This is an optimization exercise on Yosys and OpenROAD, whose aim is small area, a short achievable clock period and few clock cycles per item, not a production implementation. Where RTL was checked, it was by simulation tests only, not by an equivalence proof against the original.

== JK ==
// vvdiv
module vvdiv #(
    parameter int VECTOR_SIZE = 16,
    parameter int INT_SIZE    = 16
) (
    input  logic                                  clock,
    input  logic                                  resetn,
    input  logic                                  in_valid,
    output logic                                  in_ready,
    input  logic [VECTOR_SIZE-1:0][INT_SIZE-1:0]  a,
    input  logic [VECTOR_SIZE-1:0][INT_SIZE-1:0]  x,
    output logic                                  out_valid,
    input  logic                                  out_ready,
    output logic [VECTOR_SIZE-1:0][INT_SIZE-1:0]  q,
    output logic [VECTOR_SIZE-1:0][INT_SIZE-1:0]  r,
    output logic [VECTOR_SIZE-1:0]                dz
);
Size: about 4500 cells after synthesis, about 790 flip-flops, ~1000 I/O pins, roughly 49000 sq um of cells after synthesis.
==> module vvdiv, before the edit <==
module vvdiv #(
    parameter int VECTOR_SIZE = 16,
    parameter int INT_SIZE    = 16
) (
    input  logic                                  clock,
    input  logic                                  resetn,
    input  logic                                  in_valid,
    output logic                                  in_ready,
    input  logic [VECTOR_SIZE-1:0][INT_SIZE-1:0]  a,
    input  logic [VECTOR_SIZE-1:0][INT_SIZE-1:0]  x,
    output logic                                  out_valid,
    input  logic                                  out_ready,
    output logic [VECTOR_SIZE-1:0][INT_SIZE-1:0]  q,
    output logic [VECTOR_SIZE-1:0][INT_SIZE-1:0]  r,
    output logic [VECTOR_SIZE-1:0]                dz
);
    localparam int ITERS      = 1;
    localparam int LOAD_ITERS = 3;
    localparam int STEPS      = (INT_SIZE - LOAD_ITERS) / ITERS;
    localparam int CW         = $clog2(STEPS + 1);
    logic          busy;
    logic [CW-1:0] cnt;
    logic [VECTOR_SIZE-1:0][INT_SIZE-1:0] xr, rm, qa;
    logic [VECTOR_SIZE-1:0] zr;
    assign in_ready = !busy && (!out_valid || out_ready);
    always_ff @(posedge clock or negedge resetn) begin
        if (!resetn) begin
            busy      <= 1'b0;
            cnt       <= '0;
            out_valid <= 1'b0;
        end else if (busy) begin
            cnt <= cnt - 1'b1;
            if (cnt == CW'(1)) begin
                busy      <= 1'b0;
                out_valid <= 1'b1;
            end
        end else if (in_ready) begin
            busy      <= in_valid;
            cnt       <= CW'(STEPS);
            out_valid <= 1'b0;
        end
    end
    task automatic step(input logic [INT_SIZE-1:0] rv, input logic b,
                        input logic [INT_SIZE-1:0] xv,
                        output logic ge, output logic [INT_SIZE-1:0] rn);
        logic [INT_SIZE:0] trial, diff;
        trial = {rv, b};
        diff  = trial - {1'b0, xv};
        ge    = !diff[INT_SIZE];
        rn    = ge ? diff[INT_SIZE-1:0] : trial[INT_SIZE-1:0];
    endtask
    for (genvar i = 0; i < VECTOR_SIZE; i++) begin : g_lane
        logic [INT_SIZE-1:0] rem_ld, qa_ld, rem_it, qa_it;
        always_comb begin
            logic [LOAD_ITERS-1:0] top, xs, qs, rs;
            top = a[i][INT_SIZE-1 -: LOAD_ITERS];
            xs  = x[i][LOAD_ITERS-1:0];
            qs  = xs == '0 ? '1 : top / xs;
            rs  = xs == '0 ? top : top % xs;
            if ((x[i] >> LOAD_ITERS) != '0) begin
                qs = '0;
                rs = top;
            end
            rem_ld = INT_SIZE'(rs);
            qa_ld  = {a[i][INT_SIZE-LOAD_ITERS-1:0], qs};
            rem_it = rm[i];
            qa_it  = qa[i];
            for (int k = 0; k < ITERS; k++) begin
                logic ge;
                step(rem_it, qa_it[INT_SIZE-1], xr[i], ge, rem_it);
                qa_it = {qa_it[INT_SIZE-2:0], ge};
            end
        end
        always_ff @(posedge clock) begin
            if (busy) begin
                rm[i] <= rem_it;
                qa[i] <= qa_it;
            end else if (in_ready) begin
                xr[i] <= x[i];
                zr[i] <= x[i] == '0;
                rm[i] <= rem_ld;
                qa[i] <= qa_ld;
            end
        end
        assign q[i]  = qa[i];
        assign r[i]  = rm[i];
        assign dz[i] = zr[i];
    end
endmodule
==> flow/config.mk <==
export PLATFORM = sky130hd
export DESIGN_NAME = vvdiv
export DESIGN_NICKNAME = vvdiv
export VERILOG_FILES = /design/flow/design.v
export SDC_FILE = /design/flow/constraint.sdc
export NUM_CORES = 4
export LEC_CHECK = 0
export CAP_MARGIN = 20
export CORE_MARGIN = 2
export CORE_UTILIZATION = 40
export SETUP_SLACK_MARGIN = 4.5
export SLEW_MARGIN = 20
==> flow/constraint.sdc <==
create_clock -name core_clock -period 8.0 [get_ports {clock}]
set_input_delay 1.6000 -clock core_clock [delete_from_list [all_inputs] [get_ports {clock}]]
set_output_delay 1.6000 -clock core_clock [all_outputs]
set_load 0.01 [all_outputs]
standard.sh (not shown) runs the stock make flow with config.mk's settings and CLKGATE_MAP_FILE= SYNTH_SCRIPT=/design/flow/synth_recipe.tcl, a recipe that flattens the netlist after the stock synthesis.
==> flow/flow/run.sh <==
#!/bin/bash
# The standard layout, with plain buffers on the ports instead of the delay
# buffers buffer_ports picks by default. Every port still gets its own buffer.
set -euo pipefail
export BUFFER_PORTS_ARGS="-buffer_cell sky130_fd_sc_hd__buf_1"
bash standard.sh > standard.log 2>&1
JK | stages: all done | timing, DRC, antenna: all pass
For MS, these inputs were changed with respect to JK:
--- a/flow/design.v
+++ b/flow/design.v
@@ -11,14 +11,14 @@
     output logic                                  out_valid,
     input  logic                                  out_ready,
     output logic [VECTOR_SIZE-1:0][INT_SIZE-1:0]  q,
     output logic [VECTOR_SIZE-1:0][INT_SIZE-1:0]  r,
     output logic [VECTOR_SIZE-1:0]                dz
 );
-    localparam int ITERS      = 1;
-    localparam int LOAD_ITERS = 3;
+    localparam int ITERS      = 2;
+    localparam int LOAD_ITERS = 2;
     localparam int STEPS      = (INT_SIZE - LOAD_ITERS) / ITERS;
     localparam int CW         = $clog2(STEPS + 1);
     logic          busy;
     logic [CW-1:0] cnt;
     logic [VECTOR_SIZE-1:0][INT_SIZE-1:0] xr, rm, qa;
     logic [VECTOR_SIZE-1:0] zr;
@@ -48,30 +48,40 @@
         diff  = trial - {1'b0, xv};
         ge    = !diff[INT_SIZE];
         rn    = ge ? diff[INT_SIZE-1:0] : trial[INT_SIZE-1:0];
     endtask
     for (genvar i = 0; i < VECTOR_SIZE; i++) begin : g_lane
         logic [INT_SIZE-1:0] rem_ld, qa_ld, rem_it, qa_it;
+        logic [INT_SIZE+1:0] x3, t4;
+        logic [INT_SIZE+2:0] d1, d2, d3;
+        assign x3 = {2'b0, xr[i]} + {1'b0, xr[i], 1'b0};
         always_comb begin
             logic [LOAD_ITERS-1:0] top, xs, qs, rs;
             top = a[i][INT_SIZE-1 -: LOAD_ITERS];
             xs  = x[i][LOAD_ITERS-1:0];
             qs  = xs == '0 ? '1 : top / xs;
             rs  = xs == '0 ? top : top % xs;
             if ((x[i] >> LOAD_ITERS) != '0) begin
                 qs = '0;
                 rs = top;
             end
             rem_ld = INT_SIZE'(rs);
             qa_ld  = {a[i][INT_SIZE-LOAD_ITERS-1:0], qs};
-            rem_it = rm[i];
-            qa_it  = qa[i];
-            for (int k = 0; k < ITERS; k++) begin
-                logic ge;
-                step(rem_it, qa_it[INT_SIZE-1], xr[i], ge, rem_it);
-                qa_it = {qa_it[INT_SIZE-2:0], ge};
+            t4    = {rm[i], qa[i][INT_SIZE-1:INT_SIZE-2]};
+            d1    = {1'b0, t4} - {3'b0, xr[i]};
+            d2    = {1'b0, t4} - {2'b0, xr[i], 1'b0};
+            d3    = {1'b0, t4} - {1'b0, x3};
+            qa_it = {qa[i][INT_SIZE-3:0], 2'b00};
+            if (!d3[INT_SIZE+2]) begin
+                rem_it = d3[INT_SIZE-1:0]; qa_it[1:0] = 2'd3;
+            end else if (!d2[INT_SIZE+2]) begin
+                rem_it = d2[INT_SIZE-1:0]; qa_it[1:0] = 2'd2;
+            end else if (!d1[INT_SIZE+2]) begin
+                rem_it = d1[INT_SIZE-1:0]; qa_it[1:0] = 2'd1;
+            end else begin
+                rem_it = t4[INT_SIZE-1:0];
             end
         end
         always_ff @(posedge clock) begin
             if (busy) begin
                 rm[i] <= rem_it;
                 qa[i] <= qa_it;
==> run notes <==
Looking at routed wire length on met2, MS sits about 60% above JK. Relative to JK, via count of the first global-routing pass has gone up in MS. In MS the compound-gate portion of the synthesized area turned out 7.2 points higher than in JK. Synthesis-to-layout area growth in MS vs JK: down 6.6 points. The lower clock buffer instance count of the final layout came out of JK. Going from JK to MS, setup slack higher; total standard cell area after synthesis higher; maximum number of pins on one net before global-route repair higher; last weighted congestion value of the routability-driven placer lower; minimum setup slack after placement higher.
Testbench counts of MS, summed over its fixed seeds: cycles 2,056, items 256.
The RTL of JK was laid out without a check of its function.

========
Setup of job 5978:
The RTL this note starts from:
==> flow/design.v <==
module vvdiv #(
    parameter int VECTOR_SIZE = 16,
    parameter int INT_SIZE    = 16
) (
    input  logic                                  clock,
    input  logic                                  resetn,
    input  logic                                  in_valid,
    output logic                                  in_ready,
    input  logic [VECTOR_SIZE-1:0][INT_SIZE-1:0]  a,
    input  logic [VECTOR_SIZE-1:0][INT_SIZE-1:0]  x,
    output logic                                  out_valid,
    input  logic                                  out_ready,
    output logic [VECTOR_SIZE-1:0][INT_SIZE-1:0]  q,
    output logic [VECTOR_SIZE-1:0][INT_SIZE-1:0]  r,
    output logic [VECTOR_SIZE-1:0]                dz
);
    localparam int ITERS      = 1;
    localparam int LOAD_ITERS = 1;
    localparam int STEPS      = (INT_SIZE - LOAD_ITERS) / ITERS;
    localparam int CW         = $clog2(STEPS + 1);
    logic          busy;
    logic [CW-1:0] cnt;
    logic [VECTOR_SIZE-1:0][INT_SIZE-1:0] xr, rm, qa;
    assign in_ready = !busy && (!out_valid || out_ready);
    always_ff @(posedge clock or negedge resetn) begin
        if (!resetn) begin
            busy      <= 1'b0;
            cnt       <= '0;
            out_valid <= 1'b0;
        end else if (busy) begin
            cnt <= cnt - 1'b1;
            if (cnt == CW'(1)) begin
                busy      <= 1'b0;
                out_valid <= 1'b1;
            end
        end else if (in_ready) begin
            busy      <= in_valid;
            cnt       <= CW'(STEPS);
            out_valid <= 1'b0;
        end
    end
    for (genvar i = 0; i < VECTOR_SIZE; i++) begin : g_lane
        logic [INT_SIZE-1:0] rem_ld, qa_ld, rem_it, qa_it;
        always_comb begin
            logic [INT_SIZE:0] trial, diff;
            rem_ld = '0;
            qa_ld  = a[i];
            for (int k = 0; k < LOAD_ITERS; k++) begin
                trial  = {rem_ld, qa_ld[INT_SIZE-1]};
                diff   = trial - {1'b0, x[i]};
                rem_ld = diff[INT_SIZE] ? trial[INT_SIZE-1:0] : diff[INT_SIZE-1:0];
                qa_ld  = {qa_ld[INT_SIZE-2:0], ~diff[INT_SIZE]};
            end
            rem_it = rm[i];
            qa_it  = qa[i];
            for (int k = 0; k < ITERS; k++) begin
                trial  = {rem_it, qa_it[INT_SIZE-1]};
                diff   = trial - {1'b0, xr[i]};
                rem_it = diff[INT_SIZE] ? trial[INT_SIZE-1:0] : diff[INT_SIZE-1:0];
                qa_it  = {qa_it[INT_SIZE-2:0], ~diff[INT_SIZE]};
            end
        end
        always_ff @(posedge clock) begin
            if (busy) begin
                rm[i] <= rem_it;
                qa[i] <= qa_it;
            end else if (in_ready) begin
                xr[i] <= x[i];
                rm[i] <= rem_ld;
                qa[i] <= qa_ld;
            end
        end
        assign q[i]  = qa[i];
        assign r[i]  = rm[i];
        assign dz[i] = xr[i] == '0;
    end
endmodule
clock: 8.0 ns
lec_check: 0
cap_margin: 20
core_margin: 2
core_utilization: 40
slew_margin: 20
run.sh (not shown) runs the stock make flow with config.mk's settings and CLKGATE_MAP_FILE= SYNTH_SCRIPT=/design/flow/synth_recipe.tcl, a recipe that flattens the netlist after the stock synthesis.
Stock flow here: none of the scripts above is used.
Testbench counts of job 5978, summed over its fixed seeds: cycles 4,104, items 256.
What job 6613 does differently from job 5978 at the input level:
-- flow/design.v --
<<< job 5978, line 15
    output logic [VECTOR_SIZE-1:0]                dz
);
    localparam int ITERS      = 1;
    localparam int LOAD_ITERS = 1;
    localparam int STEPS      = (INT_SIZE - LOAD_ITERS) / ITERS;
    localparam int CW         = $clog2(STEPS + 1);
>>> job 6613, line 15
    output logic [VECTOR_SIZE-1:0]                dz
);
    localparam int ITERS      = 2;
    localparam int LOAD_ITERS = 2;
    localparam int STEPS      = (INT_SIZE - LOAD_ITERS) / ITERS;
    localparam int CW         = $clog2(STEPS + 1);
<<< job 5978, line 47
            qa_ld  = a[i];
            for (int k = 0; k < LOAD_ITERS; k++) begin
                trial  = {rem_ld, qa_ld[INT_SIZE-1]};
                diff   = trial - {1'b0, x[i]};
                rem_ld = diff[INT_SIZE] ? trial[INT_SIZE-1:0] : diff[INT_SIZE-1:0];
                qa_ld  = {qa_ld[INT_SIZE-2:0], ~diff[INT_SIZE]};
            end
            rem_it = rm[i];
>>> job 6613, line 47
            qa_ld  = a[i];
            for (int k = 0; k < LOAD_ITERS; k++) begin
                logic ge;
                trial  = {rem_ld, qa_ld[INT_SIZE-1]};
                ge     = (x[i] >> (k + 1)) == '0 && trial[LOAD_ITERS:0] >= {1'b0, x[i][LOAD_ITERS-1:0]};
                diff   = trial - {1'b0, x[i]};
                rem_ld = ge ? INT_SIZE'(diff[LOAD_ITERS-1:0]) : trial[INT_SIZE-1:0];
                qa_ld  = {qa_ld[INT_SIZE-2:0], ge};
            end
            rem_it = rm[i];
==> run notes <==
Job 6613: signal arrival time at the worst endpoint is 4.29 ns higher than what job 5978 reported. Job 5978 has a lower final instance area than job 6613. Summary: with job 5978 as the reference, routed wire length in job 6613 moved up by more than a quarter. Area used by multi-input combinational logic (job 5978 / job 6613): 0.58. Of job 5978 and job 6613, the run reporting the lower maximum frequency was job 6613. Against job 5978, final cell count in job 6613 rose by more than a quarter. Job 5978 ended up with flip-flops and latches as its dominant kind of cell; job 6613 ended up with multi-input gates. Diff job 5978 -> job 6613: count of filler cells inserted in the layout rose about 40%. Re clock skew: job 6613 is 0.011 ns down on job 5978. Job 6613 against job 5978: first-pass GRT wire length increased by 75 mm relative to the old numbers; maximum fanout along the worst path decreased by 18 relative to the old numbers.
Only the layout flow was run in job 6613; the RTL was not checked for function there.

## port drivers added, routing unchanged
How much do the figures lean on ideal ports? The routed layouts below were timed once more, with nothing changed but the port constraints. Step 1 sets driving cells, clkbuf_16 on the clock port and buf_2 on the other inputs (assumed; they add their load-dependent delay and slew). Step 2 moves the port delays by t, midway between the first and last clock arrival at a register: inputs arrive t later, outputs are due t later. That takes back most of the time a late clock gives input paths. Slacks: ideal / step 1 / step 2; pairs: ideal / step 1.
run	t (ns)	setup WS [ns]	hold slack, ns	worst register clock-pin slew, ns	pins driven straight from the clock port
JK	0.778	4.059 / 4.046 / 3.268	0.473 / 0.473 / 0.473	0.07 / 0.07	1
MS	0.845	4.234 / 4.219 / 3.782	0.502 / 0.502 / 0.502	0.07 / 0.07	1
job 5978	0.756	3.086 / 3.063 / 3.063	0.473 / 0.473 / 0.473	0.06 / 0.06	1
job 6613	0.779	0.841 / 0.841 / 0.841	0.503 / 0.503 / 0.503	0.07 / 0.07	1
After both steps setup and hold are still met in every run listed. The setup slack of JK, which loses most, moves by -0.013 ns with the drivers and by -0.791 ns with both steps.
